Source: an optimization exercise on an open RTL-to-GDS flow (aim: small area). Production flows keep margins and buffers that such runs may drop.
The RTL was checked by simulation tests, not by an equivalence proof against the original design.
Power figures rest on the tool's default switching activity, not on a simulated workload.

== lane 2 ==
Design multicycle_datapath, start of the top module:
module multicycle_datapath
#(
  parameter int                DATA_W   = 32,
  parameter int                ADDR_W   = 32,
  parameter logic [ADDR_W-1:0] RESET_PC = '0
) (
  input  logic              clk,
  input  logic              reset,
  output logic [ADDR_W-1:0] imem_addr,
  input  logic [31:0]       imem_rdata,
  output logic [ADDR_W-1:0] dmem_addr,
  output logic [DATA_W-1:0] dmem_wdata,
  output logic              dmem_rd,
  output logic              dmem_wr,
  input  logic [DATA_W-1:0] dmem_rdata,
  input  logic              dmem_ready,
  output logic [DATA_W-1:0] Dout,
  output logic [3:0]        flags,
  output logic              illegal
);
  multicycle_datapath_pkg::state_e state;
  logic [ADDR_W-1:2] pc;
  logic [3:0]        kls;        
  logic [4:0]        rs;
  logic [4:0]        rt;
  logic [15:0]       imm16;
  logic [DATA_W-1:0] regs [1:31];
  logic [DATA_W-1:0] a_q;
  logic [DATA_W-1:0] dout_q;
  logic [3:0]        flags_q;
  logic              illegal_q;
  logic st_fetch, st_decode, st_exec, st_mem, st_wb;
  assign st_fetch  = (state == multicycle_datapath_pkg::S_FETCH);
  assign st_decode = (state == multicycle_datapath_pkg::S_DECODE);
  assign st_exec   = (state == multicycle_datapath_pkg::S_EXEC);
  assign st_mem    = (state == multicycle_datapath_pkg::S_MEM);
  assign st_wb     = (state == multicycle_datapath_pkg::S_WB);
  logic [5:0] f_op;
  logic [5:0] f_fn;
  logic [3:0] f_kls;
  assign f_op = imem_rdata[31:26];
  assign f_fn = imem_rdata[5:0];
  always_comb begin
    f_kls = multicycle_datapath_pkg::K_ILL;
    case (f_op)
      multicycle_datapath_pkg::OP_RTYPE: begin
        case (f_fn)
          multicycle_datapath_pkg::FN_ADD: f_kls = multicycle_datapath_pkg::K_ADD;
          multicycle_datapath_pkg::FN_SUB: f_kls = multicycle_datapath_pkg::K_SUB;
          multicycle_datapath_pkg::FN_AND: f_kls = multicycle_datapath_pkg::K_AND;
          multicycle_datapath_pkg::FN_OR:  f_kls = multicycle_datapath_pkg::K_OR;
          multicycle_datapath_pkg::FN_SLT: f_kls = multicycle_datapath_pkg::K_SLT;
          default: ;
        endcase
      end
      multicycle_datapath_pkg::OP_ADDI: f_kls = multicycle_datapath_pkg::K_ADDI;
      multicycle_datapath_pkg::OP_LW:   f_kls = multicycle_datapath_pkg::K_LW;
  ...
clock: 10.0 ns
lec_check: 0
cap_margin: 20
core_margin: 2
core_utilization: 40
cts_buf_list: sky130_fd_sc_hd__clkbuf_16
cts_cluster_diameter: 100
cts_cluster_size: 30
slew_margin: 20
synth_hierarchical: 1
standard.sh (not shown) runs the stock make flow with config.mk's settings and CLKGATE_MAP_FILE= SYNTH_SCRIPT=/design/flow/synth_recipe.tcl, a recipe that flattens the netlist after the stock synthesis.
==> flow/flow/run.sh <==
#!/bin/bash
# Own layout flow. It is the standard ORFS flow with three changes:
#  * the register-file read multiplexer (module mc_rf_read, which holds no
#    registers) is taken from flow/rf_read_gl.v, a hand-mapped gate-level
#    version of the same logic; the rest of the design goes through the
#    standard synthesis unchanged (synth_recipe.tcl);
#  * the port buffers use the smallest buffer cell;
#  * the clock tree is built without dummy loads.
# The standard synthesis of the unmodified design is also run (in std/) and
# its registers (names and cell types) are compared with ours.
# Each tool's output goes to a log of its own in this folder (std_synth.log,
# make.log, def.log); ORFS's per-step logs stay under orfs/logs and std/logs.
set -euo pipefail
W=$(pwd)

# design with the gate-level read multiplexer
python3 - "$W" <<'PY'
import re, sys
w = sys.argv[1]
src = open(f"{w}/design.v").read()
gl = open(f"{w}/flow/rf_read_gl.v").read()
new, n = re.subn(r"^module mc_rf_read\b.*?^endmodule\b", lambda m: gl.strip(), src, flags=re.S | re.M)
assert n == 1, "mc_rf_read not found exactly once"
open(f"{w}/design_gl.v", "w").write(new)
cfg = open(f"{w}/config.mk").read()
cfg2 = re.sub(r"^export VERILOG_FILES = .*$", f"export VERILOG_FILES = {w}/design_gl.v", cfg, flags=re.M)
assert cfg2 != cfg
open(f"{w}/config_gl.mk", "w").write(cfg2)
PY

# reference: the standard synthesis
sed -e "s#WORK_HOME=[^ ]*#WORK_HOME=$W/std#" standard.sh > std.sh
bash std.sh synth > std_synth.log 2>&1

# the layout
sed -e "s#DESIGN_CONFIG=[^ ]*#DESIGN_CONFIG=$W/config_gl.mk#" standard.sh > own.sh
export BUFFER_PORTS_ARGS="-buffer_cell sky130_fd_sc_hd__buf_1"
export CTS_ARGS="-sink_clustering_enable -repair_clock_nets -sink_clustering_size 30 -sink_clustering_max_diameter 60 -buf_list sky130_fd_sc_hd__clkbuf_16 -dont_use_dummy_load"
bash own.sh synth > make.log 2>&1

# same registers as the standard synthesis?
python3 - "$W" <<'PY'
import re, sys
w = sys.argv[1]
def flops(p):
    v = open(p).read()
    return sorted((n, c) for c, n in re.findall(r"^\s*(sky130_fd_sc_hd__\w*df\w*)\s+(\S+)\s*\(", v, re.M))
a = flops(f"{w}/std/results/sky130hd/multicycle_datapath/base/1_2_yosys.v")
b = flops(f"{w}/orfs/results/sky130hd/multicycle_datapath/base/1_2_yosys.v")
print("registers:", len(a), len(b), "same" if a == b else "DIFFERENT")
assert a and a == b
PY

bash own.sh finish >> make.log 2>&1
Other scripts of this flow, unchanged in this note and not shown: flow/flow/rf_read_gl.v
The flow did not stop early for lane 2: all stages ran, and the layout cleared the timing, design-rule and antenna checks.
> inputs changed (lane 2 -> lane 5)
-- flow/flow/run.sh --
<<< lane 2, line 36
sed -e "s#DESIGN_CONFIG=[^ ]*#DESIGN_CONFIG=$W/config_gl.mk#" standard.sh > own.sh
export BUFFER_PORTS_ARGS="-buffer_cell sky130_fd_sc_hd__buf_1"
export CTS_ARGS="-sink_clustering_enable -repair_clock_nets -sink_clustering_size 30 -sink_clustering_max_diameter 60 -buf_list sky130_fd_sc_hd__clkbuf_16 -dont_use_dummy_load"
bash own.sh synth > make.log 2>&1

>>> lane 5, line 36
sed -e "s#DESIGN_CONFIG=[^ ]*#DESIGN_CONFIG=$W/config_gl.mk#" standard.sh > own.sh
export BUFFER_PORTS_ARGS="-buffer_cell sky130_fd_sc_hd__buf_1"
export CTS_ARGS="-sink_clustering_enable -repair_clock_nets -sink_clustering_size 28 -sink_clustering_max_diameter 100 -buf_list sky130_fd_sc_hd__clkbuf_16 -dont_use_dummy_load"
bash own.sh synth > make.log 2>&1

==> results.txt <==
- Lane 5 ended with more actual slew at the worst max-slew pin than lane 2.
- Looking only at buffer count excluding the clock tree in the final layout, and setting everything else aside, the lower value of lane 2 and lane 5 goes to lane 2.
- Lane 5 ends up with higher worst-case hold slack than lane 2 does.
- The run with more setup slack is lane 2; lane 5 has less.
- Number of enable-type register cells in the synthesized netlist came out exactly the same in lane 2 and lane 5.
- | cell depth of the worst flop-to-flop path | lower: lane 2 |
- Number of global-route vias before repair (lane 5 over lane 2): decrease, 380
- [lane 5 vs lane 2] design internal power: lower in lane 5
- Lane 5 vs lane 2: part of the power in the clock network down
- Lane 5 ends up with lower area growth from synthesis to final layout than lane 2 does.

-- afterwards: timing with drivers on the ports --
In the flow no input, the clock included, has a driving cell. The finished layouts below were timed again as built, in two steps. Step 1 assumes that a clkbuf_16 drives the clock port and a buf_2 every other input. Step 2 adds t to the input delays and takes it off the output delays; t is the mean of the earliest and latest rising clock arrival at the registers after step 1. Input paths then give back, and output paths get back, about the clock's delay inside the block. a / b / c = ideal ports / drivers / drivers and shift; a / b = the first two.
run	t (ns)	setup slack, ns	latest minus earliest clock arrival (ns)	worst slew at a driven data input, ns	cell pins on the clock port's net
lane 2	0.694	0.406 / 0.406 / 0.406	0.120 / 0.120	0.11	1
lane 5	0.696	0.379 / 0.379 / 0.379	0.094 / 0.093	0.13	1
After both steps setup and hold are still met in every run listed.
